From an optimization exercise on the open Yosys and OpenROAD flow, aimed at a short achievable clock period and few clock cycles; shortcuts taken in it are not production practice.
In this exercise RTL edits were held to simulation tests only and were not proved equivalent to the original.
Power and IR drop assume default switching activity.

<file path="flow/constraint.sdc">
create_clock -name core_clock -period 6.0 [get_ports {clock}]
set_input_delay 1.2000 -clock core_clock [delete_from_list [all_inputs] [get_ports {clock}]]
set_output_delay 1.2000 -clock core_clock [all_outputs]
set_load 0.01 [all_outputs]
</file>
<file path="flow/run.sh">
#!/bin/bash
# synth_recipe.tcl (not shown) runs the flow's synth.tcl, then flattens the netlist and writes it again
# the make line also repeats each setting of config.mk as NAME=value (left out here)
make -C /OpenROAD-flow-scripts/flow DESIGN_CONFIG=/design/flow/config.mk WORK_HOME=/design/flow/orfs CLKGATE_MAP_FILE= SYNTH_SCRIPT=/design/flow/synth_recipe.tcl finish
</file>
<file path="flow/design.v">
package viper_pkg;
   localparam int addr_w  = 20;   
   localparam int data_w  = 32;   
   localparam int pc_step = 8;    
   localparam int tail_w  = 19;   
   typedef enum logic [1:0] {
      reg0, reg1, reg2, reg3
   } reg_sel_e;
   typedef enum logic [1:0] {
      immediate, direct, index_reg1, index_reg2
   } addr_mode_e;
   typedef enum logic [2:0] {
      dest_reg0, dest_reg1, dest_reg2, dest_reg3,
      cond_set, cond_clear, dest_none, store
   } dest_e;
   typedef enum logic [3:0] {
      neg, push, load_a, load_b, add_a, add_b, sub_a, sub_b,
      add_c, sub_c, add_d, sub_d, reserved
   } alu_func_e;
   typedef enum logic [3:0] {
      lt, ge, eq, ne, le, gt, rsv6, rsv7,
      lt_or, ge_or, eq_or, ne_or, le_or, gt_or, rsv14, rsv15
   } cmp_func_e;
   typedef struct packed {
      logic                top;          
      reg_sel_e            src;
      addr_mode_e          mode;
      dest_e               dest;
      logic                is_compare;
      logic [3:0]          func;         
      logic [tail_w-1:0]   tail;
   } instr_t;
   typedef struct packed {
      logic              cyc;
      logic              stb;
      logic              we;
      logic [addr_w-1:0] adr;
      logic [data_w-1:0] dat;
   } wb_req_t;
   typedef struct packed {
      logic              ack;
      logic [data_w-1:0] dat;
   } wb_rsp_t;
   typedef struct packed {
      logic              go;    
      logic              we;
      logic [addr_w-1:0] adr;
      logic [data_w-1:0] dat;
   } bus_cmd_t;
   typedef enum logic [1:0] {
      fetch, operand, execute, store_wait
   } seq_state_e;
endpackage
`timescale 1ns/1ps
module ks_add #(parameter int W = 32) (
   input  logic [W-1:0] a,
   input  logic [W-1:0] b,
   input  logic         cin,
   output logic [W-1:0] s,
   output logic         cout
);
   logic [W:0] g, p, gn, pn;
   always_comb
   begin
      g = {a & b, cin};
      p = {a ^ b, 1'b0};
      for (int d = 1; d <= W; d = d * 2)
      begin
         gn = g;
         pn = p;
         for (int i = d; i <= W; i++)
         begin
            gn[i] = g[i] | (p[i] & g[i-d]);
            pn[i] = p[i] & p[i-d];
         end
         g = gn;
         p = pn;
      end
      s    = (a ^ b) ^ g[W-1:0];
      cout = g[W];
   end
endmodule
module split_add (
   input  logic [19:0] a,
   input  logic [19:0] b,
   input  logic        cin,
   output logic [9:0]  lo,
   output logic        c,
   output logic [9:0]  hi0,
   output logic [9:0]  hi1
);
   logic h0c, h1c;
   ks_add #(.W(10)) add_lo  (.a(a[9:0]),   .b(b[9:0]),   .cin(cin),  .s(lo),  .cout(c));
   ks_add #(.W(10)) add_hi0 (.a(a[19:10]), .b(b[19:10]), .cin(1'b0), .s(hi0), .cout(h0c));
   ks_add #(.W(10)) add_hi1 (.a(a[19:10]), .b(b[19:10]), .cin(1'b1), .s(hi1), .cout(h1c));
endmodule
module idec (
   input  logic [9:0] w,         
   input  logic       flag,
   output logic       store,
   output logic       needop,
   output logic       mem,       
   output logic       cmp_ok,    
   output logic       push_ok,   
   output logic       addsub,
   output logic       inv,       
   output logic       jump,      
   output logic       jslow,     
   output logic       slow,      
   output logic       sel_tail,  
   output logic [3:0] wen
);
   logic [1:0] mode;
   logic [2:0] dest;
   logic       cmp;
   logic [3:0] func;
   logic       rsv, alu, neg, push, add, sub;
   assign mode   = w[9:8];
   assign dest   = w[7:5];
   assign cmp    = w[4];
   assign func   = w[3:0];
   assign store  = !cmp && (dest == 3'd7);
   assign rsv    = cmp ? (func[2:1] == 2'b11) : (func[3:2] == 2'b11);
   assign needop = (mode != 2'd0) && !store && !rsv;
   assign mem    = store || needop;
   assign alu    = !cmp && !rsv && !store;
   assign cmp_ok = cmp && !rsv;
   assign neg    = (func == 4'd0);
   assign push   = (func == 4'd1);
   assign add    = (func == 4'd4) || (func == 4'd5) || (func == 4'd8) || (func == 4'd10);
   assign sub    = (func == 4'd6) || (func == 4'd7) || (func == 4'd9) || (func == 4'd11);
   assign addsub = add || sub;
   assign inv    = neg || sub;
   assign push_ok = alu && push;
   assign jump   = alu && (push || (dest == 3'd3) || (dest == 3'd4 && flag) || (dest == 3'd5 && !flag));
   assign jslow  = jump && (addsub || neg);
   assign slow   = mem ? mode[1] : jslow;
   assign sel_tail = mem || jump;
   always_comb
   begin
      wen = 4'b0000;
      if (alu && !push)
      begin
         case (dest)
            3'd0:    wen = 4'b0001;
            3'd1:    wen = 4'b0010;
            3'd2:    wen = 4'b0100;
            3'd3:    wen = 4'b1000;
            3'd4:    wen = {flag, 3'b000};
            3'd5:    wen = {!flag, 3'b000};
            default: wen = 4'b0000;
         endcase
      end
   end
endmodule
module viper (
   input  logic        clock,
   input  logic        reset,
   output logic        wb_cyc_o,
   output logic        wb_stb_o,
   output logic        wb_we_o,
   output logic [19:0] wb_adr_o,
   output logic [31:0] wb_dat_o,
   input  logic        wb_ack_i,
   input  logic [31:0] wb_dat_i
);
   localparam logic [1:0] ph_fetch   = 2'd0;
   localparam logic [1:0] ph_operand = 2'd1;
   localparam logic [1:0] ph_store   = 2'd2;
   logic        rst_q;
   logic [31:0] r0, r1, r2, r3;
   logic        flag;
   logic        stb_q;
   logic [1:0]  phase;
   logic [19:0] adr_q;
   logic        we_q;
   logic [31:0] dat_q;
   logic [19:0] pc8lo;
   logic        pc8wrap;      
   logic        ex_v;
   logic        ex_cmp;       
   logic        ex_or;        
   logic [2:0]  ex_cf;        
   logic        ex_push;
   logic [3:0]  ex_wen;
   logic [31:0] xa, xb;       
   logic        xc;
   logic [31:0] xs, xon;      
   logic [31:0] res_q;
   logic [3:0]  wq;           
   logic        wq_push;      
   logic        cmp_p;        
   logic        c_or;
   logic [2:0]  c_cf;
   logic        lt_q, eq_q;
   logic        o_jump;       
   logic        o_inv;        
   logic        o_slow;       
   logic [19:0] o_base;       
   logic        calc1;        
   logic        calc2;        
   logic        cj;           
   logic [19:0] cb, co;       
   logic        cc;
   logic        stb_i;        
   logic        ack;
   assign ack = wb_ack_i & stb_i;
   logic [31:0] rv0, rv1, rv2, rv3;
   logic        flag_v;
   logic        cmp_base;
   assign rv0 = wq[0] ? res_q : r0;
   assign rv1 = wq[1] ? res_q : r1;
   assign rv2 = wq_push ? r3 : (wq[2] ? res_q : r2);
   assign rv3 = wq[3] ? res_q : r3;
   always_comb
   begin
      case (c_cf)
         3'd0:    cmp_base = lt_q;
         3'd1:    cmp_base = !lt_q;
         3'd2:    cmp_base = eq_q;
         3'd3:    cmp_base = !eq_q;
         3'd4:    cmp_base = lt_q || eq_q;
         default: cmp_base = !lt_q && !eq_q;
      endcase
   end
   assign flag_v = cmp_p ? (cmp_base | (c_or & flag)) : flag;
   logic [31:0] d;
   logic        d_cmp;
   logic [2:0]  d_dest;
   logic [3:0]  d_func;
   logic [1:0]  d_mode;
   logic [1:0]  d_src;
   logic [19:0] tail;
   logic        d_store;
   logic        d_needop;
   logic        d_mem;        
   logic        d_addsub, d_inv;
   logic        d_jump;       
   logic [31:0] pc8;
   logic [31:0] srcv;
   logic [3:0]  d_wen;
   assign d        = wb_dat_i;
   assign d_cmp    = d[23];
   assign d_dest   = d[26:24];
   assign d_func   = d[22:19];
   assign d_mode   = d[28:27];
   assign d_src    = d[30:29];
   assign tail     = {1'b0, d[18:0]};
   logic        d_slow;
   logic        d_cmp_ok, d_push_ok, d_jslow, d_sel_tail;
   idec dec_i (.w(d[28:19]), .flag(flag_v), .store(d_store), .needop(d_needop), .mem(d_mem),
               .cmp_ok(d_cmp_ok), .push_ok(d_push_ok), .addsub(d_addsub), .inv(d_inv),
               .jump(d_jump), .jslow(d_jslow), .slow(d_slow), .sel_tail(d_sel_tail), .wen(d_wen));
   logic [11:0] pc8hi;
   logic [11:0] r3hi_inc, reshi_inc;     
   assign reshi_inc = res_q[31:20] + 12'd1;
   assign pc8hi     = !pc8wrap ? rv3[31:20] : (wq[3] ? reshi_inc : r3hi_inc);
   assign pc8       = {pc8hi, pc8lo};
   always_comb
   begin
      case (d_src)
         2'd0:    srcv = rv0;
         2'd1:    srcv = rv1;
         2'd2:    srcv = rv2;
         default: srcv = pc8;
      endcase
   end
   logic        f_slow;       
   logic [19:0] nxt_fetch;
   logic [19:0] nxt_oper;
   assign f_slow    = d_slow;
   assign nxt_fetch = d_sel_tail ? tail : pc8lo;
   assign nxt_oper  = o_jump ? d[19:0] : rv3[19:0];    
   logic [9:0]  i1_lo, i1_hi0, i1_hi1, i2_lo, i2_hi0, i2_hi1;
   logic [9:0]  i3_lo, i3_hi0, i3_hi1, ir_lo, ir_hi0, ir_hi1;
   logic        i1_c, i2_c, i3_c, ir_c;
   logic [9:0]  k1_lo, k1_hi0, k1_hi1, k2_lo, k2_hi0, k2_hi1;
   logic [9:0]  k3_lo, k3_hi0, k3_hi1, kr_lo, kr_hi0, kr_hi1;
   logic        k1_c, k2_c, k3_c, kr_c;
   logic [1:0]  ksel;         
   split_add idx1_add (.a(r1[19:0]),    .b(tail), .cin(1'b0), .lo(i1_lo), .c(i1_c), .hi0(i1_hi0), .hi1(i1_hi1));
   split_add idx2_add (.a(r2[19:0]),    .b(tail), .cin(1'b0), .lo(i2_lo), .c(i2_c), .hi0(i2_hi0), .hi1(i2_hi1));
   split_add idx3_add (.a(r3[19:0]),    .b(tail), .cin(1'b0), .lo(i3_lo), .c(i3_c), .hi0(i3_hi0), .hi1(i3_hi1));
   split_add idxr_add (.a(res_q[19:0]), .b(tail), .cin(1'b0), .lo(ir_lo), .c(ir_c), .hi0(ir_hi0), .hi1(ir_hi1));
   logic [9:0]  j_lo, j_hi0, j_hi1;
   logic        j_c;
   logic [9:0]  jq_lo, jq_hi0, jq_hi1;
   logic        jq_c;
   split_add jump_add (.a(cb), .b(co), .cin(cc), .lo(j_lo), .c(j_c), .hi0(j_hi0), .hi1(j_hi1));
   logic [19:0] calc_adr;
   always_comb
   begin
      if (cj)
         calc_adr = {jq_c ? jq_hi1 : jq_hi0, jq_lo};
      else
         case (ksel)
            2'd0:    calc_adr = {k1_c ? k1_hi1 : k1_hi0, k1_lo};
            2'd1:    calc_adr = {k2_c ? k2_hi1 : k2_hi0, k2_lo};
            2'd2:    calc_adr = {kr_c ? kr_hi1 : kr_hi0, kr_lo};
            default: calc_adr = {k3_c ? k3_hi1 : k3_hi0, k3_lo};
         endcase
   end
   logic [31:0] res;
   logic        res_co;
   logic [31:0] dif;
   logic        dif_co;
   ks_add #(.W(32)) alu_add (.a(xa), .b(xb), .cin(xc), .s(res), .cout(res_co));
   ks_add #(.W(32)) cmp_sub (.a(xs), .b(xon), .cin(1'b1), .s(dif), .cout(dif_co));
   always_ff @(posedge clock or posedge reset)
   begin
      if (reset)
         stb_q <= 1'b0;
      else if (rst_q)
         stb_q <= 1'b0;
      else if (ack)
         stb_q <= (phase == ph_fetch) ? !f_slow : (phase == ph_operand) ? !o_slow : 1'b1;
      else
         stb_q <= !calc1;
   end
   always_ff @(posedge clock)
   begin
      if (rst_q)
         stb_i <= 1'b0;
      else if (ack)
         stb_i <= (phase == ph_fetch) ? !f_slow : (phase == ph_operand) ? !o_slow : 1'b1;
      else
         stb_i <= !calc1;
   end
   always_ff @(posedge clock)
   begin
      rst_q  <= reset;
      pc8lo  <= adr_q + 20'd8;
      pc8wrap <= &adr_q[19:3];
      r3hi_inc <= rv3[31:20] + 12'd1;
      res_q  <= res;
      lt_q   <= xs[31] ^ xon[31] ^ dif_co;
      eq_q   <= (xs == ~xon);
      c_or   <= ex_or;
      c_cf   <= ex_cf;
      k1_lo  <= i1_lo;
      k1_c   <= i1_c;
      k1_hi0 <= i1_hi0;
      k1_hi1 <= i1_hi1;
      k2_lo  <= i2_lo;
      k2_c   <= i2_c;
      k2_hi0 <= i2_hi0;
      k2_hi1 <= i2_hi1;
      k3_lo  <= i3_lo;
      k3_c   <= i3_c;
      k3_hi0 <= i3_hi0;
      k3_hi1 <= i3_hi1;
      kr_lo  <= ir_lo;
      kr_c   <= ir_c;
      kr_hi0 <= ir_hi0;
      kr_hi1 <= ir_hi1;
      jq_lo  <= j_lo;
      jq_c   <= j_c;
      jq_hi0 <= j_hi0;
      jq_hi1 <= j_hi1;
   end
   always_ff @(posedge clock)
   begin
      if (rst_q)
      begin
         r0      <= 32'd0;
         r1      <= 32'd0;
         r2      <= 32'd0;
         r3      <= 32'd0;
         flag    <= 1'b0;
         phase   <= ph_fetch;
         adr_q   <= 20'd0;
         we_q    <= 1'b0;
         ex_v    <= 1'b0;
         wq      <= 4'b0000;
         wq_push <= 1'b0;
         cmp_p   <= 1'b0;
         calc1   <= 1'b0;
         calc2   <= 1'b0;
      end
      else
      begin
         r0   <= rv0;
         r1   <= rv1;
         r2   <= rv2;
         r3   <= rv3;
         flag <= flag_v;
         wq      <= ex_v ? (ex_wen | {ex_push, 3'b000}) : 4'b0000;
         wq_push <= ex_v && ex_push;
         cmp_p   <= ex_v && ex_cmp;
         ex_v    <= 1'b0;
         calc1 <= 1'b0;
         calc2 <= calc1;
         if (calc2)
            adr_q <= calc_adr;
         if (ack)
         begin
            case (phase)
               ph_fetch:
               begin
                  r3    <= pc8;
                  adr_q <= nxt_fetch;
                  we_q  <= d_store;
                  ex_v  <= !d_mem;
                  calc1 <= !d_mem && f_slow;
                  calc2 <= d_mem && f_slow;
                  if (d_store)
                     phase <= ph_store;
                  else if (d_needop)
                     phase <= ph_operand;
                  else
                     phase <= ph_fetch;
               end
               ph_operand:
               begin
                  adr_q <= nxt_oper;
                  we_q  <= 1'b0;
                  ex_v  <= 1'b1;
                  calc1 <= o_slow;
                  phase <= ph_fetch;
               end
               default:
               begin
                  adr_q <= rv3[19:0];
                  we_q  <= 1'b0;
                  phase <= ph_fetch;
               end
            endcase
         end
      end
   end
   always_ff @(posedge clock)
   begin
      if (ack)
      begin
         if (phase == ph_fetch)
         begin
            if (d_store)
               dat_q <= srcv;
            ex_cmp  <= d_cmp_ok;
            ex_or   <= d_func[3];
            ex_cf   <= d_func[2:0];
            ex_push <= d_push_ok;
            ex_wen  <= d_wen;
            xs      <= srcv;
            xa      <= d_addsub ? srcv : 32'd0;
            xb      <= d_inv ? ~{12'd0, tail} : {12'd0, tail};
            xc      <= d_inv;
            xon     <= ~{12'd0, tail};
            o_jump  <= d_jump;
            o_inv   <= d_inv;
            o_base  <= d_addsub ? srcv[19:0] : 20'd0;
            o_slow  <= d_jslow;
            cj      <= !d_mem;
            if (!d_mode[0])
               ksel <= wq[1] ? 2'd2 : 2'd0;
            else
               ksel <= wq_push ? 2'd3 : wq[2] ? 2'd2 : 2'd1;
            cb      <= d_addsub ? srcv[19:0] : 20'd0;
            co      <= d_inv ? ~tail : tail;
            cc      <= d_inv;
         end
         else if (phase == ph_operand)
         begin
            xb <= o_inv ? ~d : d;
            xon <= ~d;
            cj <= 1'b1;
            cb <= o_base;
            co <= o_inv ? ~d[19:0] : d[19:0];
            cc <= o_inv;
         end
      end
   end
   assign wb_cyc_o = stb_q;
   assign wb_stb_o = stb_q;
   assign wb_we_o  = we_q;
   assign wb_adr_o = adr_q;
   assign wb_dat_o = dat_q;
endmodule
</file>
<file path="flow/config.mk">
export PLATFORM = sky130hd
export DESIGN_NAME = viper
export DESIGN_NICKNAME = viper
export VERILOG_FILES = /design/flow/design.v
export SDC_FILE = /design/flow/constraint.sdc
export NUM_CORES = 4
export LEC_CHECK = 0
export CAP_MARGIN = 20
export CORE_MARGIN = 2
export CORE_UTILIZATION = 40
export SETUP_SLACK_MARGIN = 4.0
export SLEW_MARGIN = 20
export SYNTH_HIERARCHICAL = 1
</file>
==> results of run 1 <==
==> metrics by stage <==
| step | utilization | total power (W) | instances | hold WS [ns] | area, um2 |
|---|---|---|---|---|---|
| finish | 0.5562 | 0.01289 | 4548 | 0.3424 | 44660 |
| floorplan | - | 0.006819 | 3072 | 0.3233 | 34680 |
| detailed placement | 0.4515 | 0.007610 | 4113 | 0.3288 | 36250 |
| CTS | 0.5377 | 0.01264 | 4475 | 0.3437 | 43170 |
| global placement | 0.4515 | 0.007552 | 4113 | 0.3303 | 36250 |
| global route | 0.5562 | 0.01332 | 4547 | 0.3610 | 44650 |
==> power groups by stage <==
stage | clock, W | sequential [W] | combinational, W
floorplan | 0 | 0.00502 | 0.00180
global placement | 0 | 0.00529 | 0.00226
detailed placement | 0 | 0.00529 | 0.00232
CTS | 0.00453 | 0.00522 | 0.00288
global route | 0.00470 | 0.00528 | 0.00334
finish | 0.00450 | 0.00524 | 0.00315
==> cells in the final DEF (no fill, tap or decap), types with 22 or more instances in the layout <==
master     count
dfxtp_1      346
edfxtp_1     217
mux2i_1      200
nor2_1       182
buf_4        180
nand2_1      172
xnor2_1      168
buf_6        117
ha_1         115
ha_4          92
inv_1         77
a21oi_1       76
a21oi_2       74
clkbuf_16     72
xor2_1        69
a211oi_1      65
a21oi_4       53
buf_12        48
o21ai_0       39
o211ai_1      39
nand3_1       38
buf_2         38
conb_1        37
and2_4        34
and2_1        32
mux2_2        30
nand2b_1      26
a31oi_4       25
o21ai_1       25
dfxtp_4       24
a22o_1        23
o21bai_1      23
o21a_1        22
==> flip-flops by register name, indices dropped and copies added, names as in the netlist, 12 cells and up <==
register and flops:
dat_q 32, r0 32, r1 32, r2 32, r3 32, res_q 32, xa 32, xb 32
xon 32, xs 32, adr_q 20, cb 20, o_base 20, pc8lo 20, r3hi_inc 12
==> critical path, delay by kind of cell (launching register included) <==
family                 cells  cell delay (ns)
XOR/XNOR                   2             0.31
flip-flops                 1             0.34
buffers and inverters      1             0.16
AO/OA/AOI/OAI              7             1.23
AND/OR/NAND/NOR            2             0.41
multiplexers               1             0.21
==> worst paths after layout <==
kind                          start       end  slack, ns
max in group asynchronous     reset     stb_q       5.05
max reg2reg                 c_cf[1]  adr_q[0]       3.25
max                         c_cf[1]  adr_q[0]       3.25
min                        ex_cf[2]   c_cf[2]       0.34
min reg2reg                ex_cf[2]   c_cf[2]       0.34
min in group asynchronous     reset     stb_q       0.85
==> layer usage <==
metal | track usage | part of all wire | wire length (um)
met4 | 0.1286 | 0.053 | 6295
met1 | 0.3506 | 0.41 | 47890
met2 | 0.4721 | 0.48 | 56940
met3 | 0.04273 | 0.057 | 6699
met5 | 0 | 0.00010 | 12
==> area by class of cell <==
type,instances,area (um2)
diodes,1,2.502
clock buffers,89,1966
clock inverters,36,401.6
fillers,6588,35630
inverters,90,385.4
multi-input cells,2243,21550
flip-flops and latches,606,14420
well taps,1060,1326
repair buffers,422,4599
repair inverters,1,8.758
==> repair_timing <==
action                     4_1_cts  5_1_grt
buffers inserted               213       72
resized for setup              884      192
pin swaps                      213      178
setup endpoints to repair      697      389
cloned                          24        0
==> reports/qor.yml, run 1 <==
status: "timing/DRC/antenna clean"
cp_max_fo: 5
fmax_mhz: 363.4
swShare: 0.3078
antenna_found_initial: 1
peakVddDrop_uv: 206.4
tns_ns: 0
powerDensity_nw_per_um2: 288.6
grt_pass1_wl_mm: 172.4
p_comb_frac: 0.244
holdPathStages: 0
syn-cell-area_um2: 32350
crit_type: "flip-flop to flip-flop"
routedWlPerCell_um: 25.91
path_cells: "xor2_1, a31oi_1, a31oi_2, or2_4, xnor2_2, o22ai_2, o21bai_4, nand2b_4, buf_6, mux2i_4, o32ai_2, a221o_1, a211oi_1"
pwr-share-seq: 0.407
clkTransAtPathRegs_ns: 0.06
cts_made_buffers: 70
vias: 26400
dp_hpwl_mm: 74.81
finalSetupViolCount: 0
dieWidth_um: 288.4
slew_violations: 0
crit_arrival_ns: 3.29
clockBufferDepth: 3
worst_slack_ns: 3.248
rows: 104
hold_viol_final: 0
final_nets: 3706
period_needed_ns: 2.752
grt_pass1_vias: 26550
pwr-share-clk: 0.349
initial_core_util: 0.4030
critPathLaunchType: "flip-flop"
fp.coreArea_um2: 80290
ios: 90
drive_above_1_share: 0.3545
power.leakage_nw: 16.80
worst_slew_pin_slew_ns: 0.9445
required_ns: 6.53
synth_cells: 3047
cap_violations: 0
h-tree-depth: 3
cts_root_buf: "clkbuf_16"
die-area_um2: 83180
wl_mm: 117.8
grt-ovfl-total: 0
drt-initial-drc-count: 1896
yosysWarningCount: 10
clock_latency_ns: 0.62
vias_per_cell: 5.805
hold_class: "flip-flop to flip-flop"
grt_util_all_layers: 0.2791
area_growth_pct: 38.02
fin_worst_skew_ns: 0.01895
period_share: 0.4586
gp_congestion: 0.9093
internal_power_w: 0.008922
end_kind: "flip-flop"
port-buffer-count: 89
slowest_stage: "dfxtp_2"
drc: 0
rsz0062_at_grt: "yes"
cts_tree: "yes"
netSwitchingPower_w: 0.003967
syn_avg_cell_area_um2: 10.62
hold_buffers: 0
relSlewSlack: 0.3680
dp_slack_ns: 1.420
ant_nets: 0
grt_max_degree: 73
drt-pass1-iter-count: 6
die_h_um: 288.4
clock_sinks: 606
reg2reg_depth: 13
max_stage_delay_ns: 0.34
Testbench counts, summed over its fixed seeds: cycles 95,128.
==> run 2: changes to the inputs <==
--- a/flow/design.v
+++ b/flow/design.v
@@ -170,5 +170,4 @@
    logic        rst_q;
    logic [31:0] r0, r1, r2, r3;
-   logic        flag;
    logic        stb_q;
    logic [1:0]  phase;
@@ -190,7 +189,4 @@
    logic [3:0]  wq;           
    logic        wq_push;      
-   logic        cmp_p;        
-   logic        c_or;
-   logic [2:0]  c_cf;
    logic        lt_q, eq_q;
    logic        o_jump;       
@@ -213,16 +209,22 @@
    assign rv2 = wq_push ? r3 : (wq[2] ? res_q : r2);
    assign rv3 = wq[3] ? res_q : r3;
+   logic [3:0]  ftab;         
+   logic [3:0]  ftab_cmp;
+   assign flag_v = ftab[{lt_q, eq_q}];
    always_comb
    begin
-      case (c_cf)
-         3'd0:    cmp_base = lt_q;
-         3'd1:    cmp_base = !lt_q;
-         3'd2:    cmp_base = eq_q;
-         3'd3:    cmp_base = !eq_q;
-         3'd4:    cmp_base = lt_q || eq_q;
-         default: cmp_base = !lt_q && !eq_q;
-      endcase
+      for (int i = 0; i < 4; i++)
+      begin
+         case (ex_cf)
+            3'd0:    cmp_base = i[1];
+            3'd1:    cmp_base = !i[1];
+            3'd2:    cmp_base = i[0];
+            3'd3:    cmp_base = !i[0];
+            3'd4:    cmp_base = i[1] || i[0];
+            default: cmp_base = !i[1] && !i[0];
+         endcase
+         ftab_cmp[i] = cmp_base | (ex_or & flag_v);
+      end
    end
-   assign flag_v = cmp_p ? (cmp_base | (c_or & flag)) : flag;
    logic [31:0] d;
    logic        d_cmp;
@@ -336,6 +338,4 @@
       lt_q   <= xs[31] ^ xon[31] ^ dif_co;
       eq_q   <= (xs == ~xon);
-      c_or   <= ex_or;
-      c_cf   <= ex_cf;
       k1_lo  <= i1_lo;
       k1_c   <= i1_c;
@@ -367,5 +367,5 @@
          r2      <= 32'd0;
          r3      <= 32'd0;
-         flag    <= 1'b0;
+         ftab    <= 4'b0000;
          phase   <= ph_fetch;
          adr_q   <= 20'd0;
@@ -374,5 +374,4 @@
          wq      <= 4'b0000;
          wq_push <= 1'b0;
-         cmp_p   <= 1'b0;
          calc1   <= 1'b0;
          calc2   <= 1'b0;
@@ -384,8 +383,7 @@
          r2   <= rv2;
          r3   <= rv3;
-         flag <= flag_v;
+         ftab <= (ex_v && ex_cmp) ? ftab_cmp : {4{flag_v}};
          wq      <= ex_v ? (ex_wen | {ex_push, 3'b000}) : 4'b0000;
          wq_push <= ex_v && ex_push;
-         cmp_p   <= ex_v && ex_cmp;
          ex_v    <= 1'b0;
          calc1 <= 1'b0;
==> run 2 against run 1 <==
Effect of this change:
- maximum frequency rose by 7.9%
- combinational power fell by 7.9%
- first-iteration DRC count rose by 18%
- still clean
- clock skew rose by 0.012 ns
- total power fell by 4.2%
- synthesized area fell by 0.60%
- sequential share of layout area rose by 0.35 points
- critical endpoint is now adr_q[14]
==> reports/qor.yml, run 2 <==
holdPathStages: 0  # unchanged
slew_violations: 0  # unchanged
relSlewSlack: 0.3758  # +0.007774
ant_nets: 0  # unchanged
dp_hpwl_mm: 71.47  # -4.5%
dieWidth_um: 287.6  # -0.30%
tns_ns: 0  # unchanged
port-buffer-count: 89  # unchanged
initial_core_util: 0.4058  # +0.002789
hold_viol_final: 0  # unchanged
r2r-start: "eq_q"
layout_commonest_cell: "dfxtp_1"
r2r-end: "adr_q[2]"
cp_max_fo: 7  # +2
h-tree-depth: 3  # unchanged
drc: 0  # unchanged
cp-endpoint: "adr_q[14]"
layout_common_cells: "349 x dfxtp_1, 217 x edfxtp_1, 198 x buf_4"
drive_above_1_share: 0.3641  # +0.009605
synth_cells: 2940  # -3.5%
die-area_um2: 82690  # -0.59%
cap_violations: 0  # unchanged
die_h_um: 287.6  # -0.30%
vias_per_cell: 5.859  # +0.92%
grt_pass1_vias: 25610  # -3.6%
status: "timing/DRC/antenna clean"
peakVddDrop_uv: 203.7  # -1.3%
clock_latency_ns: 0.63  # about the same
syn_avg_cell_area_um2: 10.94  # +3.0%
fin_worst_skew_ns: 0.03059  # +0.01163 ns
wl_mm: 117.3  # -0.47%
grt-ovfl-total: 0  # unchanged
period_needed_ns: 2.549  # -0.2024 ns
drt-pass1-iter-count: 5  # -1
area_growth_pct: 37.15
placed_cell_area_um2: 35790  # -1.3%
grt_util_all_layers: 0.2749  # -0.004285
crit_arrival_ns: 3.03  # -0.26 ns
syn-cell-area_um2: 32160  # -0.60%
worst_slew_pin_slew_ns: 0.9351  # -0.009451 ns
stdcell_count: 4447  # -2.2%
design_area_um2: 44110  # -1.2%
crit_type: "input port to flip-flop"
period_share: 0.4249  # -0.03374
grt_pass1_wl_mm: 168.3  # -2.4%
grt_max_degree: 72  # -1.4%
fp.coreArea_um2: 79260  # -1.3%
drt-initial-drc-count: 2233  # +18%
nFillCells: 6490  # -1.5%
yosysWarningCount: 10  # unchanged
worst_slack_ns: 3.451  # +0.2024 ns
finalSetupViolCount: 0  # unchanged
hold_class: "flip-flop to flip-flop"
vias: 26050  # -1.3%
gp_congestion: 0.8865  # -2.5%
clockBufferDepth: 3  # unchanged
hold_buffers: 0  # unchanged
cts_tree: "yes"
cts_made_buffers: 69  # -1.4%
fin_util: 0.5565  # about the same
ios: 90  # unchanged
antenna_found_initial: 3  # +2
clkTransAtPathRegs_ns: 0.06  # about the same
clock_sinks: 604  # -0.33%
fmax_mhz: 392.3  # +7.9%
placed_cells: 4003  # -2.7%
critPathLaunchType: "input port"
end_kind: "flip-flop"
routedWlPerCell_um: 26.37  # +1.8%
rows: 103  # -0.96%
dp_slack_ns: 1.669  # +0.2490 ns
power.leakage_nw: 16.95  # +0.90%
rsz0062_at_grt: "yes"
regToRegSetupSlack_ns: 3.48  # +0.23 ns
cts_root_buf: "clkbuf_16"
required_ns: 6.48  # -0.05 ns
reg2reg_depth: 11  # -2
crit_start: "wb_dat_i[23]"
powerDensity_nw_per_um2: 279.8  # -3.0%
final_nets: 3611  # -2.6%
[run 2: per-layer routing]
metal,wire length (um),GRT usage
met1,50070,0.3794
met3,9999,0.05206
met4,4146,0.09375
met5,0,0
met2,53060,0.4309
[run 2: worst min path at each step]
stage                     to  slack [ns]      from
floorplan           pc8lo[1]        0.39  adr_q[1]
finish              pc8lo[0]        0.42  adr_q[0]
global route        pc8lo[0]        0.43  adr_q[0]
detailed placement  pc8lo[1]        0.42  adr_q[1]
CTS                 pc8lo[0]        0.42  adr_q[0]
global placement    pc8lo[2]        0.42  adr_q[2]
[run 2: what timing repair did]
item / CTS / global route
resized for setup: 844 / 258
cloned: 32 / 3
endpoints found under the setup margin: 692 / 433
pin swaps: 171 / 155
buffers inserted: 202 / 78
[run 2: final cells by class]
type                    count  area [um2]  area share
multi-input cells        2150       20820      0.4720
flip-flops and latches    604       14400      0.3264
clock inverters            25       230.2    0.005219
inverters                  81       392.9    0.008907
repair inverters            6       125.1    0.002837
diodes                      2       5.005   0.0001135
repair buffers            427        4798      0.1088
well taps                1050        1314     0.02978
clock buffers             102        2028     0.04598
[run 2: through the flow]
step           power, W  hold slack (ns)
6_report        0.01234           0.4234
4_1_cts         0.01207           0.4218
3_5_place_dp   0.007357           0.4245
5_1_grt         0.01276           0.4283
3_3_place_gp   0.007303           0.4212
2_1_floorplan  0.006612           0.3904
[run 2: power by group]
part / total (W) / switching (W) / internal, W
clock: 0.00429 / 0.00181 / 0.00249
combinational: 0.00290 / 0.00150 / 0.00140
sequential: 0.00515 / 0.000457 / 0.00469
[run 2: critical path: stages]
cell	delay, ns
buf_8	0.10
mux2_4	0.30
o211ai_1	0.29
nand2b_4	0.30
buf_12	0.17
mux2i_1	0.18
a2bb2oi_1	0.08
o211ai_1	0.26
o311ai_1	0.14
Testbench counts of run 2, summed over its fixed seeds: cycles 95,128.
==> run 3: changes to the inputs <==
--- a/flow/design.v
+++ b/flow/design.v
@@ -154,4 +154,17 @@
    end
 endmodule
+module pick4 #(parameter int W = 1) (
+   input  logic [W-1:0] a,
+   input  logic [W-1:0] b,
+   input  logic [W-1:0] c,
+   input  logic [W-1:0] e,
+   input  logic         sa,
+   input  logic         sb,
+   input  logic         sc,
+   input  logic         se,
+   output logic [W-1:0] y
+);
+   assign y = ({W{sa}} & a) | ({W{sb}} & b) | ({W{sc}} & c) | ({W{se}} & e);
+endmodule
 module viper (
    input  logic        clock,
@@ -303,4 +316,13 @@
          endcase
    end
+   logic        ack_f;
+   logic [19:0] adr_idle, adr_os, adr_d;
+   assign ack_f    = ack && (phase == ph_fetch);
+   assign adr_idle = calc2 ? calc_adr : adr_q;
+   assign adr_os   = (phase == ph_operand) ? nxt_oper : rv3[19:0];
+   pick4 #(.W(20)) pick_adr (.a(adr_idle), .b(tail), .c(pc8lo), .e(adr_os),
+                             .sa(!rst_q && !ack), .sb(!rst_q && ack_f && d_sel_tail),
+                             .sc(!rst_q && ack_f && !d_sel_tail), .se(!rst_q && ack && !ack_f),
+                             .y(adr_d));
    logic [31:0] res;
    logic        res_co;
@@ -332,4 +354,5 @@
    begin
       rst_q  <= reset;
+      adr_q  <= adr_d;       
       pc8lo  <= adr_q + 20'd8;
       pc8wrap <= &adr_q[19:3];
@@ -369,5 +392,4 @@
          ftab    <= 4'b0000;
          phase   <= ph_fetch;
-         adr_q   <= 20'd0;
          we_q    <= 1'b0;
          ex_v    <= 1'b0;
@@ -389,6 +411,4 @@
          calc1 <= 1'b0;
          calc2 <= calc1;
-         if (calc2)
-            adr_q <= calc_adr;
          if (ack)
          begin
@@ -397,5 +417,4 @@
                begin
                   r3    <= pc8;
-                  adr_q <= nxt_fetch;
                   we_q  <= d_store;
                   ex_v  <= !d_mem;
@@ -411,5 +430,4 @@
                ph_operand:
                begin
-                  adr_q <= nxt_oper;
                   we_q  <= 1'b0;
                   ex_v  <= 1'b1;
@@ -419,5 +437,4 @@
                default:
                begin
-                  adr_q <= rv3[19:0];
                   we_q  <= 1'b0;
                   phase <= ph_fetch;
==> run 3 against run 2 <==
Effect of this change:
- worst setup slack better by 0.11 ns
- synthesized area is 0.17% lower
- global-route usage is 0.18 points higher
- via count is 0.22% higher
- synthesized cell count is 0.99% higher
==> reports/qor.yml, run 3 <==
status: "timing/DRC/antenna clean"
hold_viol_final: 0  # unchanged
power.leakage_nw: 17.38  # +2.5%
worst_slew_pin_slew_ns: 0.8267  # -0.1084 ns
synth_cells: 2969  # +0.99%
fmax_mhz: 409.4  # +4.4%
critPathLaunchType: "flip-flop"
max_stage_delay_ns: 0.46  # +0.16 ns
period_needed_ns: 2.443  # -0.1068 ns
gp_congestion: 0.9517  # +7.4%
final_nets: 3688  # +2.1%
cp_max_fo: 4  # -3
period_share: 0.4071  # -0.01781
dp_hpwl_mm: 72.52  # +1.5%
wl_mm: 117.1  # -0.17%
slowest_stage: "edfxtp_1"
fp.coreArea_um2: 79260  # unchanged
cts_made_buffers: 69  # unchanged
vias: 26110  # +0.22%
tns_ns: 0  # unchanged
powerDensity_nw_per_um2: 284.6  # +1.7%
grt_pass1_vias: 26180  # +2.3%
totalPowerFinal_w: 0.01289  # +4.5%
clock_latency_ns: 0.63  # about the same
fin_hold_ws_ns: 0.4659  # +0.04252 ns
clkTransAtPathRegs_ns: 0.06  # about the same
ios: 90  # unchanged
peakVddDrop_uv: 219.2  # +7.6%
crit_arrival_ns: 2.95  # -0.08 ns
antenna_found_initial: 0  # -3
slew_violations: 0  # unchanged
grt_max_degree: 87  # +21%
antennaDiodeCount: 0  # -2
area_growth_pct: 41.11
drt-pass1-iter-count: 6  # +1
drc: 0  # unchanged
grt_pass1_wl_mm: 170.1  # +1.1%
grt-ovfl-total: 0  # unchanged
crit_type: "flip-flop to flip-flop"
drt-initial-drc-count: 2368  # +6.0%
regToRegSetupSlack_ns: 3.56  # +0.08 ns
syn-cell-area_um2: 32110  # -0.17%
initial_core_util: 0.4051  # -0.0006788
yosysWarningCount: 10  # unchanged
cap_violations: 0  # unchanged
finalSetupViolCount: 0  # unchanged
layout_common_cells: "344 x dfxtp_1, 217 x edfxtp_1, 205 x buf_4"
path_cells: "buf_6, ha_4, a211oi_4, o211ai_2, a31oi_4, nand4_4, a31oi_4, buf_6, o21ai_2, xor2_1"
die-area_um2: 82550  # -0.16%
routedWlPerCell_um: 25.90  # -1.8%
port-buffer-count: 89  # unchanged
fin_worst_skew_ns: 0.02431  # -0.006274 ns
relSlewSlack: 0.4476  # +0.07187
rsz0062_at_grt: "yes"
h-tree-depth: 3  # unchanged
cts_tree: "yes"
cts_root_buf: "clkbuf_16"
required_ns: 6.51  # +0.03 ns
hold_class: "flip-flop to flip-flop"
clock_sinks: 604  # unchanged
grt_util_all_layers: 0.2767  # +0.001818
vias_per_cell: 5.777  # -1.4%
drive_above_1_share: 0.3856  # +0.02153
ant_nets: 0  # unchanged
layout_commonest_cell: "dfxtp_1"
rows: 103  # unchanged
dieWidth_um: 287.3  # about the same
syn_avg_cell_area_um2: 10.81  # -1.1%
die_h_um: 287.3  # about the same
end_kind: "flip-flop"
clockBufferDepth: 3  # unchanged
hold_buffers: 0  # unchanged
run 3: final cells by class:
| class | count | area (um2) |
|---|---|---|
| clock buffers | 96 | 1949 |
| clock inverters | 29 | 385.4 |
| fillers | 6378 | 33950 |
| inverters | 74 | 344.1 |
| multi-input cells | 2194 | 21530 |
| flip-flops and latches | 604 | 14400 |
| well taps | 1050 | 1314 |
| repair buffers | 471 | 5350 |
| repair inverters | 2 | 28.78 |
run 3: routing by layer:
layer | global-route usage | up-vias | share of wire
met4 | 0.1333 | 0 | 0.057
met3 | 0.04317 | 270 | 0.060
met1 | 0.3484 | 13040 | 0.41
met5 | 0 | - | 0
li1 | - | 11820 | -
met2 | 0.4631 | 987 | 0.48
run 3: through the flow:
| step | util | std cells | worst slack, ns | area [um2] |
|---|---|---|---|---|
| finish | 0.5716 | 4520 | 3.557 | 45310 |
| global placement | 0.4539 | 4045 | 1.794 | 35980 |
| detailed placement | 0.4542 | 4046 | 1.733 | 36000 |
| floorplan | - | 2995 | 3.000 | 34280 |
| global route | 0.5716 | 4520 | 3.506 | 45310 |
| CTS | 0.5485 | 4436 | 3.580 | 43470 |
run 3: final timing paths:
| check | from | end | cells after the start |
|---|---|---|---|
| worst max register to register | xb[0] | res_q[28] | 10 |
| worst min register to register | ex_wen[1] | wq[1] | 1 |
| min in group asynchronous | reset | stb_q | 2 |
| worst max-delay path | xb[0] | res_q[28] | 10 |
| worst min-delay path | ex_wen[1] | wq[1] | 1 |
| max in group asynchronous | reset | stb_q | 2 |
run 3: timing repair:
item                                    4_1_cts  5_1_grt
gates cloned                                 33        2
endpoints found under the setup margin      676      371
setup buffers                               232       82
pin swaps                                   244      191
resized for setup                           949      221
run 3: report_power, final:
group / switching (W) / internal (W) / leakage (nW)
Sequential: 0.000418 / 0.00472 / 5.25
Combinational: 0.00170 / 0.00166 / 11.0
Clock: 0.00180 / 0.00259 / 1.15
run 3: worst max-delay path, delay by kind of cell (launching register included):
family | cells | cell delay [ns]
xor gates and xnor gates | 1 | 0.14
adders and majority gates | 1 | 0.22
DFF | 1 | 0.46
and+or+nand+nor | 1 | 0.18
buffers and inverters | 2 | 0.31
AOI/OAI and AO/OA | 5 | 1.02
Testbench counts of run 3, summed over its fixed seeds: cycles 95,128.
==> run 4: changes to the inputs <==
--- a/flow/design.v
+++ b/flow/design.v
@@ -207,4 +207,6 @@
    logic        o_slow;       
    logic [19:0] o_base;       
+   logic [1:0]  o_src;
+   logic        o_addsub;
    logic        calc1;        
    logic        calc2;        
@@ -444,4 +446,33 @@
       end
    end
+   logic [31:0] rvs_o;        
+   always_comb
+   begin
+      case (o_src)
+         2'd0:    rvs_o = rv0;
+         2'd1:    rvs_o = rv1;
+         2'd2:    rvs_o = rv2;
+         default: rvs_o = rv3;    
+      endcase
+   end
+   always_ff @(posedge clock)
+   begin
+      if (phase == ph_fetch)
+      begin
+         xs  <= srcv;
+         xa  <= d_addsub ? srcv : 32'd0;
+         xb  <= d_inv ? ~{12'd0, tail} : {12'd0, tail};
+         xc  <= d_inv;
+         xon <= ~{12'd0, tail};
+      end
+      else
+      begin
+         xs  <= rvs_o;
+         xa  <= o_addsub ? rvs_o : 32'd0;
+         xb  <= o_inv ? ~d : d;
+         xc  <= o_inv;
+         xon <= ~d;
+      end
+   end
    always_ff @(posedge clock)
    begin
@@ -457,9 +488,6 @@
             ex_push <= d_push_ok;
             ex_wen  <= d_wen;
-            xs      <= srcv;
-            xa      <= d_addsub ? srcv : 32'd0;
-            xb      <= d_inv ? ~{12'd0, tail} : {12'd0, tail};
-            xc      <= d_inv;
-            xon     <= ~{12'd0, tail};
+            o_src   <= d_src;
+            o_addsub <= d_addsub;
             o_jump  <= d_jump;
             o_inv   <= d_inv;
@@ -477,6 +505,4 @@
          else if (phase == ph_operand)
          begin
-            xb <= o_inv ? ~d : d;
-            xon <= ~d;
             cj <= 1'b1;
             cb <= o_base;
==> run 4 against run 3 <==
Effect of this change:
- still clean on timing, DRC and antenna
- routed wire length up 2.3%
- maximum frequency grew 0.91%
- synthesized area rose by 2.3%
- worst hold slack got worse by 0.082 ns
- critical path type is now flip-flop to primary output
==> reports/qor.yml, run 4 <==
status: "timing/DRC/antenna clean"
die_h_um: 290.5  # +1.1%
critPathLaunchType: "flip-flop"
antennaDiodeCount: 0  # unchanged
regToRegSetupSlack_ns: 3.59  # +0.03 ns
antenna_found_initial: 1  # +1
crit_cells: 1  # -9
worst_slack_ns: 3.579  # +0.02193 ns
stdcell_count: 4768  # +5.5%
cts_root_buf: "clkbuf_16"
ant_nets: 0  # unchanged
grt_max_degree: 72  # -17%
relSlewSlack: 0.4066  # -0.04109
required_ns: 4.80  # -1.71 ns
clockBufferDepth: 3  # unchanged
totalPowerFinal_w: 0.01360  # +5.5%
dp_hpwl_mm: 75.25  # +3.8%
finalSetupViolCount: 0  # unchanged
clkTransAtPathRegs_ns: 0.06  # about the same
fin_worst_skew_ns: 0.05530  # +0.03099 ns
drive_above_1_share: 0.3410  # -0.04460
path_cells: "buf_2"
pwr-share-seq: 0.396  # -0.003
cts_made_buffers: 73  # +5.8%
drt-initial-drc-count: 2529  # +6.8%
pwr-share-clk: 0.331  # -0.010
gp_congestion: 0.8978  # -5.7%
seqCellArea_um2: 13830  # -4.0%
internal_power_w: 0.009217  # +2.7%
rows: 105  # +1.9%
rsz0062_at_grt: "yes"
ios: 90  # unchanged
tns_ns: 0  # unchanged
routedWlPerCell_um: 25.12  # -3.0%
placed_cells: 4348  # +7.5%
layout_commonest_cell: "dfxtp_1"
syn-cell-area_um2: 32840  # +2.3%
r2r-end: "res_q[26]"
crit_start: "dat_q[29]"
dieWidth_um: 290.5  # +1.1%
area_growth_pct: 36.83
swShare: 0.3224  # +0.01872
dp_slack_ns: 1.884  # +0.1517 ns
hold_buffers: 0  # unchanged
crit_arrival_ns: 1.22  # -1.73 ns
slew_violations: 0  # unchanged
grt_pass1_wl_mm: 169.3  # -0.46%
syn_avg_cell_area_um2: 9.996  # -7.6%
vias: 27430  # +5.1%
drt-pass1-iter-count: 5  # -1
netSwitchingPower_w: 0.004386  # +12%
holdPathStages: 0  # -1
wl_mm: 119.8  # +2.3%
clock_sinks: 628  # +4.0%
hold_class: "flip-flop to flip-flop"
port-buffer-count: 89  # unchanged
period_share: 0.4034  # -0.003655
vias_per_cell: 5.753  # -0.41%
cp-endpoint: "wb_dat_o[29]"
cap_violations: 0  # unchanged
hold_viol_final: 0  # unchanged
powerDensity_nw_per_um2: 302.8  # +6.4%
nFillCells: 6931  # +8.7%
cts_tree: "yes"
initial_core_util: 0.4018  # -0.003277
peakVddDrop_uv: 187.3  # -15%
multi_input_area_um2: 22470  # +4.4%
fp.coreArea_um2: 81720  # +3.1%
fmax_mhz: 413.1  # +0.91%
crit_family: "flip-flops"
layout_common_cells: "466 x dfxtp_1, 268 x nor2_1, 215 x nand2_1"
grt_util_all_layers: 0.2653  # -0.01141
final_nets: 3909  # +6.0%
cp_max_fo: 1  # -3
clock_latency_ns: 0.65  # +0.02 ns
slowest_stage: "edfxtp_1"
end_kind: "primary output"
die-area_um2: 84400  # +2.2%
drc: 0  # unchanged
r2r-start: "xb[0]"
crit_type: "flip-flop to primary output"
cp.buffers_inverters: 1  # -1
power.leakage_nw: 17.51  # +0.77%
yosysWarningCount: 10  # unchanged
worst_slew_pin_slew_ns: 0.8902  # +0.06347 ns
grt_pass1_vias: 25980  # -0.78%
grt-ovfl-total: 0  # unchanged
period_needed_ns: 2.421  # -0.02193 ns
synth_cells: 3285  # +11%
max_stage_delay_ns: 0.41  # -0.05 ns
h-tree-depth: 3  # unchanged
reg2reg_depth: 8  # -2
p_comb_frac: 0.273  # +0.013
==> run 4: stage by stage <==
step	area, um2	hold WS [ns]	utilization
floorplan	34840	0.3932	-
detailed placement	36470	0.3767	0.4463
global placement	36470	0.3761	0.4463
finish	44930	0.3839	0.5498
global route	44930	0.3878	0.5498
CTS	42630	0.3852	0.5217
==> run 4: power by group through the flow <==
stage	Clock [W]	Combinational, W	Sequential, W
finish	0.00451	0.00371	0.00538
global route	0.00473	0.00395	0.00543
CTS	0.00456	0.00332	0.00536
detailed placement	0	0.00281	0.00544
global placement	0	0.00279	0.00544
floorplan	0	0.00220	0.00517
==> run 4: worst min path at each step <==
stage / start / end / slack, ns
after floorplan: adr_q[0] / pc8lo[0] / 0.39
after global placement: adr_q[2] / pc8lo[2] / 0.38
after detailed placement: adr_q[0] / pc8lo[0] / 0.38
after CTS: adr_q[0] / pc8lo[0] / 0.39
after global routing: adr_q[0] / pc8lo[0] / 0.39
final: adr_q[0] / pc8lo[0] / 0.38
==> run 4: what timing repair did <==
item	4_1_cts	5_1_grt
pin swaps	185	159
gates resized for setup	835	286
setup buffers	178	83
setup endpoints to repair	594	332
gates cloned	14	9
==> run 4: routing by layer <==
metal	up-vias	part of all wire	track usage
met2	1122	0.46	0.4282
met5	-	0.000092	0
met4	2	0.043	0.09175
met1	13430	0.43	0.3597
li1	12620	-	-
met3	261	0.076	0.04374
==> run 4: area by class of cell <==
class	count	area share
clock buffer	97	0.04403
inverter	84	0.008383
timing repair inverter	3	0.0007798
timing repair buffer	408	0.09923
clock inverter	39	0.009831
tap	1070	0.02980
multi-input combinational	2439	0.5001
sequential	628	0.3079
Testbench counts of run 4, summed over its fixed seeds: cycles 95,128.
==> run 5: changes to the inputs <==
--- a/flow/design.v
+++ b/flow/design.v
@@ -167,4 +167,20 @@
    assign y = ({W{sa}} & a) | ({W{sb}} & b) | ({W{sc}} & c) | ({W{se}} & e);
 endmodule
+module pick2 #(parameter int W = 1) (
+   input  logic [W-1:0] a,
+   input  logic [W-1:0] b,
+   input  logic         sb,
+   output logic [W-1:0] y
+);
+   assign y = sb ? b : a;
+endmodule
+module fsel (
+   input  logic [3:0] t,
+   input  logic       lt,
+   input  logic       eq,
+   output logic       y
+);
+   assign y = (eq & t[1]) | (lt & t[2]) | (!lt & !eq & t[0]);
+endmodule
 module viper (
    input  logic        clock,
@@ -226,5 +242,5 @@
    logic [3:0]  ftab;         
    logic [3:0]  ftab_cmp;
-   assign flag_v = ftab[{lt_q, eq_q}];
+   fsel flag_sel (.t(ftab), .lt(lt_q), .eq(eq_q), .y(flag_v));
    always_comb
    begin
@@ -475,4 +491,8 @@
       end
    end
+   logic [31:0] dat_d;
+   pick2 #(.W(32)) pick_dat (.a(dat_q), .b(srcv), .sb(ack && (phase == ph_fetch) && d_store), .y(dat_d));
+   always_ff @(posedge clock)
+      dat_q <= dat_d;
    always_ff @(posedge clock)
    begin
@@ -481,6 +501,4 @@
          if (phase == ph_fetch)
          begin
-            if (d_store)
-               dat_q <= srcv;
             ex_cmp  <= d_cmp_ok;
             ex_or   <= d_func[3];
==> run 5 against run 4 <==
Effect of this change:
- routed wire length is 3.1% lower
- critical endpoint is now wb_adr_o[18]
- largest cell class unchanged
- clock power increased by 5.3%
- global-route usage is 0.57 points lower
- synthesized area up 0.46%
- highest routed layer unchanged
- final area increased by 0.30%
- cell count fell by 0.90%
- non-clock buffer count shrank 12
- still clean on timing, DRC and antenna
- register-to-register slack better by 0.07 ns
- sequential share of layout area down 0.71 points
- clock-buffer cell count is 5 higher
==> reports/qor.yml, run 5 <==
status: "timing/DRC/antenna clean"
period_needed_ns: 2.369  # -0.05183 ns
cp_max_fo: 2  # +1
reg2reg_depth: 10  # +2
required_ns: 4.80  # about the same
relSlewSlack: 0.4350  # +0.02846
dp_hpwl_mm: 72.69  # -3.4%
nFillCells: 6871  # -0.87%
vias: 26820  # -2.2%
path_cells: "buf_6"
power.leakage_nw: 17.76  # +1.4%
swShare: 0.3024  # -0.02003
period_share: 0.3948  # -0.008638
layout_commonest_cell: "dfxtp_1"
holdPathStages: 0  # unchanged
vias_per_cell: 5.676  # -1.3%
area_growth_pct: 36.61
crit_cells: 1  # unchanged
max_stage_delay_ns: 0.41  # about the same
h-tree-depth: 3  # unchanged
dieWidth_um: 291.2  # +0.23%
grt-ovfl-total: 0  # unchanged
end_kind: "primary output"
grt_max_degree: 74  # +2.8%
crit_family: "flip-flops"
rsz0062_at_grt: "yes"
hold_viol_final: 0  # unchanged
drt-pass1-iter-count: 8  # +3
stdcell_count: 4725  # -0.90%
clock_latency_ns: 0.65  # about the same
yosysWarningCount: 10  # unchanged
pwr-share-seq: 0.402  # +0.006
ios: 90  # unchanged
syn-cell-area_um2: 32990  # +0.46%
drc: 0  # unchanged
worst_slew_pin_slew_ns: 0.8463  # -0.04385 ns
tns_ns: 0  # unchanged
port-buffer-count: 89  # unchanged
cts_tree: "yes"
die-area_um2: 84780  # +0.46%
gp_congestion: 0.8777  # -2.2%
peakVddDrop_uv: 203.0  # +8.4%
drt-initial-drc-count: 2230  # -12%
cp.buffers_inverters: 1  # unchanged
clkTransAtPathRegs_ns: 0.07  # about the same
hold_class: "flip-flop to flip-flop"
antenna_found_initial: 2  # +1
synth_cells: 3232  # -1.6%
slowest_stage: "dfxtp_4"
fp.coreArea_um2: 81850  # +0.16%
grt_util_all_layers: 0.2595  # -0.005730
critPathLaunchType: "flip-flop"
syn_avg_cell_area_um2: 10.21  # +2.1%
initial_core_util: 0.4030  # +0.001220
grt_pass1_vias: 25590  # -1.5%
crit_arrival_ns: 1.17  # -0.05 ns
fmax_mhz: 422.2  # +2.2%
placed_cells: 4300  # -1.1%
cts_root_buf: "clkbuf_16"
layout_common_cells: "455 x dfxtp_1, 219 x nor2_1, 201 x nand2_1"
routedWlPerCell_um: 24.55  # -2.3%
powerDensity_nw_per_um2: 285.2  # -5.8%
grt_pass1_wl_mm: 165.4  # -2.3%
fin_worst_skew_ns: 0.03545  # -0.01985 ns
clock_sinks: 627  # -0.16%
cts_made_buffers: 75  # +2.7%
internal_power_w: 0.008967  # -2.7%
ant_nets: 0  # unchanged
die_h_um: 291.2  # +0.23%
crit_type: "flip-flop to primary output"
slew_violations: 0  # unchanged
pwr-share-clk: 0.370  # +0.039
final_nets: 3862  # -1.2%
clockBufferDepth: 3  # unchanged
p_comb_frac: 0.228  # -0.045
netSwitchingPower_w: 0.003887  # -11%
wl_mm: 116.0  # -3.1%
cap_violations: 0  # unchanged
rows: 105  # unchanged
drive_above_1_share: 0.3778  # +0.03678
finalSetupViolCount: 0  # unchanged
[run 5: through the flow]
step | power [W] | utilization | instance area (um2) | worst slack (ns) | hold WS [ns]
3_3_place_gp | 0.007465 | 0.4449 | 36410 | 1.800 | 0.3839
6_report | 0.01285 | 0.5506 | 45060 | 3.631 | 0.4099
3_5_place_dp | 0.007473 | 0.4454 | 36450 | 1.806 | 0.3783
2_1_floorplan | 0.006768 | - | 34920 | 3.427 | 0.3932
5_1_grt | 0.01331 | 0.5505 | 45060 | 3.553 | 0.4099
4_1_cts | 0.01258 | 0.5235 | 42840 | 3.619 | 0.4046
[run 5: cell type report]
type / instances / area, um2 / area share
multi-input cells: 2401 / 22720 / 0.5042
flip-flops and latches: 627 / 13550 / 0.3008
repair buffers: 396 / 4472 / 0.09923
clock buffers: 102 / 2079 / 0.04615
well taps: 1070 / 1339 / 0.02971
clock inverters: 38 / 483.0 / 0.01072
inverters: 89 / 409.1 / 0.009079
diodes: 2 / 5.005 / 0.0001111
[run 5: what timing repair did]
item	CTS	global route
pin swaps	166	182
hold buffers	0	0
gates resized for setup	922	299
endpoints found under the setup margin	614	352
setup buffers	173	82
gates cloned	23	5
[run 5: worst paths after layout]
| path | slack, ns | from | endpoint |
|---|---|---|---|
| setup / recovery | 3.63 | adr_q[18] | wb_adr_o[18] |
| hold / removal | 0.41 | adr_q[2] | pc8lo[2] |
| setup reg to reg | 3.66 | xb[0] | res_q[27] |
| hold reg to reg | 0.41 | adr_q[2] | pc8lo[2] |
| max in group asynchronous | 5.17 | reset | stb_q |
| min in group asynchronous | 0.74 | reset | stb_q |
[run 5: routing by layer]
metal,GRT usage,wire (um),up-vias
met5,0,26,-
met4,0.1006,4681,4
met3,0.05352,8473,252
met2,0.4020,51840,1015
met1,0.3544,50970,13160
li1,-,-,12390
[run 5: power by group through the flow]
stage / Clock (W) / Sequential [W] / Combinational [W]
after detailed placement: 0 / 0.00522 / 0.00225
after global placement: 0 / 0.00522 / 0.00224
after global routing: 0.00498 / 0.00521 / 0.00312
after floorplan: 0 / 0.00502 / 0.00175
final: 0.00475 / 0.00517 / 0.00293
after CTS: 0.00480 / 0.00514 / 0.00264
Testbench counts of run 5, summed over its fixed seeds: cycles 95,128.
==> run 6: changes to the inputs <==
--- a/flow/config.mk
+++ b/flow/config.mk
@@ -9,5 +9,5 @@
 export CORE_MARGIN = 2
 export CORE_UTILIZATION = 40
-export SETUP_SLACK_MARGIN = 4.0
+export SETUP_SLACK_MARGIN = 3.6
 export SLEW_MARGIN = 20
 export SYNTH_HIERARCHICAL = 1
==> run 6 against run 5 <==
Effect of this change:
- clock power up 5.9%
- final area is 12% lower
- maximum frequency down 1.8%
- global-route usage shrank 1.8 points
- sequential power is 0.8% lower
- via count shrank 6.9%
- core utilization down 6.9 points
- critical endpoint is now k1_hi1[8]
- largest power group unchanged
==> reports/qor.yml, run 6 <==
placed_cell_area_um2: 35620  # -2.3%
power.leakage_nw: 15.89  # -11%
final_nets: 3631  # -6.0%
grt_util_all_layers: 0.2414  # -0.01817
crit_arrival_ns: 2.94  # +1.77 ns
drc: 0  # unchanged
design_area_um2: 39440  # -12%
routedWlPerCell_um: 23.50  # -4.3%
r2r-start: "wq[1]"
nFillCells: 7570  # +10%
cts_made_buffers: 73  # -2.7%
holdCritStartpoint: "adr_q[0]"
relSlewSlack: 0.3526  # -0.08244
period_needed_ns: 2.413  # +0.04378 ns
clockBufferDepth: 3  # unchanged
dp_hpwl_mm: 71.64  # -1.4%
drive_above_1_share: 0.2234  # -0.1544
clock_latency_ns: 0.63  # -0.02 ns
vias: 24960  # -6.9%
fin_worst_skew_ns: 0.02436  # -0.01109 ns
end_kind: "flip-flop"
rows: 105  # unchanged
powerDensity_nw_per_um2: 316.0  # +11%
syn_avg_cell_area_um2: 10.21  # unchanged
hold_class: "flip-flop to flip-flop"
slew_violations: 0  # unchanged
syn-cell-area_um2: 32990  # unchanged
grt-ovfl-total: 0  # unchanged
grt_max_degree: 72  # -2.7%
fmax_mhz: 414.5  # -1.8%
drt-initial-drc-count: 2015  # -9.6%
layout_common_cells: "502 x dfxtp_1, 233 x nor2_1, 225 x nand2_1"
grt_pass1_vias: 23910  # -6.5%
required_ns: 6.52  # +1.72 ns
period_share: 0.4021  # +0.007297
layout_commonest_cell: "dfxtp_1"
synth_cells: 3232  # unchanged
status: "timing/DRC/antenna clean"
finalSetupViolCount: 0  # unchanged
ant_nets: 0  # unchanged
vias_per_cell: 5.559  # -2.1%
rsz0062_at_grt: "yes"
ios: 90  # unchanged
hold_buffers: 0  # unchanged
hold_viol_final: 0  # unchanged
peakVddDrop_uv: 211.0  # +3.9%
grt_pass1_wl_mm: 155.3  # -6.1%
crit_type: "input port to flip-flop"
die_h_um: 291.2  # unchanged
cts_root_buf: "clkbuf_16"
dieWidth_um: 291.2  # unchanged
wl_mm: 105.5  # -9.0%
yosysWarningCount: 10  # unchanged
cap_violations: 0  # unchanged
cp_max_fo: 10  # +8
clock_sinks: 627  # unchanged
initial_core_util: 0.4030  # unchanged
drt-pass1-iter-count: 6  # -2
cts_tree: "yes"
area_growth_pct: 19.55
fp.coreArea_um2: 81850  # unchanged
crit_start: "wb_dat_i[10]"
antennaDiodeCount: 0  # -2
die-area_um2: 84780  # unchanged
critPathLaunchType: "input port"
clkTransAtPathRegs_ns: 0.06  # about the same
tns_ns: 0  # unchanged
antenna_found_initial: 3  # +1
gp_congestion: 0.8942  # +1.9%
port-buffer-count: 89  # unchanged
h-tree-depth: 3  # unchanged
worst_slew_pin_slew_ns: 0.9711  # +0.1248 ns
==> run 6: worst paths after layout <==
check / end / slack (ns) / cells after the start
max reg2reg: o_base[15] / 3.59 / 4
min: pc8lo[0] / 0.36 / 0
max in group asynchronous: stb_q / 5.16 / 2
min reg2reg: pc8lo[0] / 0.36 / 0
max: k1_hi1[8] / 3.59 / 8
min in group asynchronous: stb_q / 0.75 / 2
==> run 6: cell type report <==
type	count	area, um2	area share
well taps	1070	1339	0.03395
flip-flops and latches	627	13470	0.3416
multi-input cells	2393	19910	0.5049
inverters	89	344.1	0.008725
clock buffers	99	2111	0.05352
clock inverters	37	596.8	0.01513
repair buffers	175	1663	0.04216
==> run 6: layer usage <==
layer / global-route usage / vias to the layer above / wire length (um)
li1: - / 11920 / -
met1: 0.3435 / 12070 / 48470
met2: 0.3798 / 812 / 47420
met3: 0.03650 / 154 / 6947
met4: 0.06584 / 4 / 2636
met5: 0 / - / 24
==> run 6: timing repair <==
| item | CTS | global route |
|---|---|---|
| setup endpoints to repair | 436 | 107 |
| gates cloned | 10 | 2 |
| hold endpoints to repair | 0 | 0 |
| pin swaps | 11 | 28 |
| setup buffers | 36 | 7 |
| gates resized for setup | 446 | 81 |
==> run 6: where the power goes <==
part,switching (W),internal [W],total (W)
registers,0.000399,0.00473,0.00513
clock network,0.00193,0.00310,0.00503
logic,0.00127,0.00104,0.00230
total,0.00360,0.00887,0.0125
==> run 6: worst max-delay path: stages <==
cell and delay (ns):
clkdlybuf4s15_2 0.23, bufbuf_16 0.30, ha_1 0.27, a21oi_1 0.05
nor2b_1 0.20, a31oi_2 0.18, o31a_1 0.30, xnor2_1 0.19
==> run 6: through the flow <==
step	total power [W]	util	std cells	setup WS [ns]	hold WS (ns)
6_report	0.01246	0.4818	4490	3.587	0.3639
5_1_grt	0.01292	0.4818	4490	3.526	0.3725
4_1_cts	0.01243	0.4772	4481	3.595	0.3661
3_5_place_dp	0.007341	0.4352	4299	1.768	0.3639
3_3_place_gp	0.007328	0.4350	4298	1.834	0.3731
2_1_floorplan	0.006645	-	3258	3.426	0.3932
==> run 7: changes to the inputs <==
--- a/flow/config.mk
+++ b/flow/config.mk
@@ -9,5 +9,5 @@
 export CORE_MARGIN = 2
 export CORE_UTILIZATION = 40
-export SETUP_SLACK_MARGIN = 3.6
+export SETUP_SLACK_MARGIN = 4.5
 export SLEW_MARGIN = 20
 export SYNTH_HIERARCHICAL = 1
==> run 7 against run 6 <==
Effect of this change:
- clock skew increased by 0.014 ns
- synthesized area unchanged
- clock-buffer cell count decreased by 10
- global-route usage increased by 4.2 points
- clock power decreased by 3%
- sequential power increased by 1%
- total power increased by 8.8%
- via count increased by 13%
- final area increased by 27%
- first-iteration DRC count increased by 26%
- combinational power increased by 52%
- die area unchanged
- critical endpoint is now calc1
- largest cell class unchanged
==> reports/qor.yml, run 7 <==
area_growth_pct: 51.88
layout_commonest_cell: "dfxtp_1"
pwr-share-seq: 0.382  # -0.029
status: "timing/DRC/antenna clean"
crit_type: "flip-flop to flip-flop"
drt-initial-drc-count: 2539  # +26%
peakVddDrop_uv: 239.1  # +13%
max_stage_delay_ns: 0.39  # +0.09 ns
ios: 90  # unchanged
dp_slack_ns: 1.834  # +0.06627 ns
cts_made_buffers: 73  # unchanged
slowest_stage: "a221o_1"
grt_pass1_wl_mm: 179.7  # +16%
rsz0062_at_grt: "yes"
path_cells: "nor3b_2, a221o_1, xnor2_2, o22ai_2, o21bai_4, buf_12, o31ai_4, nor3b_2, a21oi_1, nor4_1"
period_share: 0.4345  # +0.03236
grt_util_all_layers: 0.2833  # +0.04197
hold_class: "flip-flop to flip-flop"
fmax_mhz: 383.6  # -7.4%
cts_root_buf: "clkbuf_16"
crit_arrival_ns: 3.13  # +0.19 ns
swShare: 0.3085  # +0.01986
internal_power_w: 0.009379  # +5.8%
relSlewSlack: 0.4653  # +0.1128
worst_slew_pin_slew_ns: 0.8009  # -0.1702 ns
layout_common_cells: "447 x dfxtp_1, 230 x buf_6, 201 x buf_4"
antennaDiodeCount: 0  # unchanged
wl_mm: 128.0  # +21%
routedWlPerCell_um: 26.07  # +11%
rows: 105  # unchanged
power.leakage_nw: 19.76  # +24%
netSwitchingPower_w: 0.004184  # +16%
grt-ovfl-total: 0  # unchanged
dieWidth_um: 291.2  # unchanged
synth_cells: 3232  # unchanged
h-tree-depth: 3  # unchanged
antenna_found_initial: 4  # +1
cp_max_fo: 3  # -7
initial_core_util: 0.4030  # unchanged
dp_hpwl_mm: 72.40  # +1.1%
finalSetupViolCount: 0  # unchanged
final_nets: 4051  # +12%
drive_above_1_share: 0.4892  # +0.2658
hold_buffers: 0  # unchanged
cap_violations: 0  # unchanged
clock_latency_ns: 0.66  # +0.03 ns
slew_violations: 0  # unchanged
powerDensity_nw_per_um2: 270.7  # -14%
die-area_um2: 84780  # unchanged
required_ns: 6.52  # about the same
pwr-share-clk: 0.360  # -0.044
drc: 0  # unchanged
syn_avg_cell_area_um2: 10.21  # unchanged
drt-pass1-iter-count: 6  # unchanged
grt_pass1_vias: 27200  # +14%
fin_worst_skew_ns: 0.03878  # +0.01442 ns
period_needed_ns: 2.607  # +0.1942 ns
vias_per_cell: 5.770  # +3.8%
fin_util: 0.6121  # +0.1303
clock_sinks: 627  # unchanged
grt_max_degree: 75  # +4.2%
die_h_um: 291.2  # unchanged
port-buffer-count: 89  # unchanged
syn-cell-area_um2: 32990  # unchanged
cts_tree: "yes"
totalPowerFinal_w: 0.01356  # +8.8%
fp.coreArea_um2: 81850  # unchanged
yosysWarningCount: 10  # unchanged
ant_nets: 0  # unchanged
hold_viol_final: 0  # unchanged
p_comb_frac: 0.258  # +0.073
gp_congestion: 0.8879  # -0.70%
worst_slack_ns: 3.393  # -0.1942 ns
end_kind: "flip-flop"
tns_ns: 0  # unchanged
critPathLaunchType: "flip-flop"
vias: 28330  # +13%
clkTransAtPathRegs_ns: 0.08  # +0.02 ns
clockBufferDepth: 3  # unchanged
cpMostUsedCell: "nor3b_2"
[run 7: through the flow]
stage | instances | cell area [um2] | hold slack, ns
after detailed placement | 4295 | 37260 | 0.3754
final | 4909 | 50100 | 0.4571
after global placement | 4295 | 37260 | 0.3791
after floorplan | 3258 | 35940 | 0.3932
after CTS | 4798 | 47410 | 0.3893
after global routing | 4909 | 50100 | 0.4736
[run 7: final timing paths]
kind	start	to	slack, ns	depth (start not counted)
max in group asynchronous	reset	stb_q	5.18	2
hold / removal	ex_wen[0]	wq[0]	0.46	1
setup / recovery	ftab[0]	calc1	3.39	10
hold reg to reg	ex_wen[0]	wq[0]	0.46	1
setup reg to reg	ftab[0]	calc1	3.39	10
min in group asynchronous	reset	stb_q	0.72	2
[run 7: power by group through the flow]
stage	combinational [W]	clock (W)	sequential, W
4_1_cts	0.00311	0.00488	0.00514
3_5_place_dp	0.00233	0	0.00525
2_1_floorplan	0.00184	0	0.00503
6_report	0.00350	0.00488	0.00519
3_3_place_gp	0.00231	0	0.00525
5_1_grt	0.00368	0.00509	0.00522
[run 7: cell type report]
cell class                      instances  area, um2
Fill cell                            6219      31750
Inverter                               89      415.4
Tap cell                             1070       1339
Multi-Input combinational cell       2404      24810
Timing Repair inverter                  4      92.59
Clock buffer                           89       2009
Timing Repair Buffer                  580       7239
Clock inverter                         46      601.8
Sequential cell                       627      13590
[run 7: what timing repair did]
action / in CTS / in global routing
pin swaps: 310 / 288
gates resized for setup: 1284 / 360
gates cloned: 51 / 4
setup buffers: 317 / 107
hold endpoints to repair: 0 / 0
endpoints found under the setup margin: 702 / 577
[run 7: per-layer routing]
metal,vias to the layer above,wire (um),GRT usage
met1,14050,54370,0.3764
met2,1160,59060,0.4611
met5,-,38,0
met3,312,8450,0.04535
met4,6,6035,0.1111
li1,12800,-,-
[run 7: worst max-delay path: cells and delay by family, from the launching register on]
kind / cells / cell delay, ns
compound gates: 5 / 1.10
xor+xnor: 1 / 0.18
buf+inv: 1 / 0.16
flops: 1 / 0.30
simple gates: 3 / 0.75

==> port drivers added, routing unchanged <==
No port has a modelled driver above. Below, the same layouts with a new extraction and two added sets of constraints. Step 1 assumes that a clkbuf_16 drives the clock port and a buf_2 every other input. Step 2 times the ports against the registers' clock, not the clock port: input delays grow and output delays shrink by t, the midpoint of the rising clock arrivals with the driver on. Slacks: no drivers / after step 1 / after step 2; pairs: no drivers / after step 1.
run	shift t [ns]	slack for setup (ns)
run 1	0.678	3.248 / 3.248 / 2.742
run 2	0.684	3.451 / 3.433 / 2.795
run 3	0.685	3.557 / 3.557 / 2.972
run 4	0.692	3.579 / 3.513 / 3.011
run 5	0.695	3.631 / 3.565 / 3.046
run 6	0.678	3.587 / 3.556 / 2.947
run 7	0.706	3.393 / 3.393 / 2.744
After both steps setup and hold are still met in every run listed.
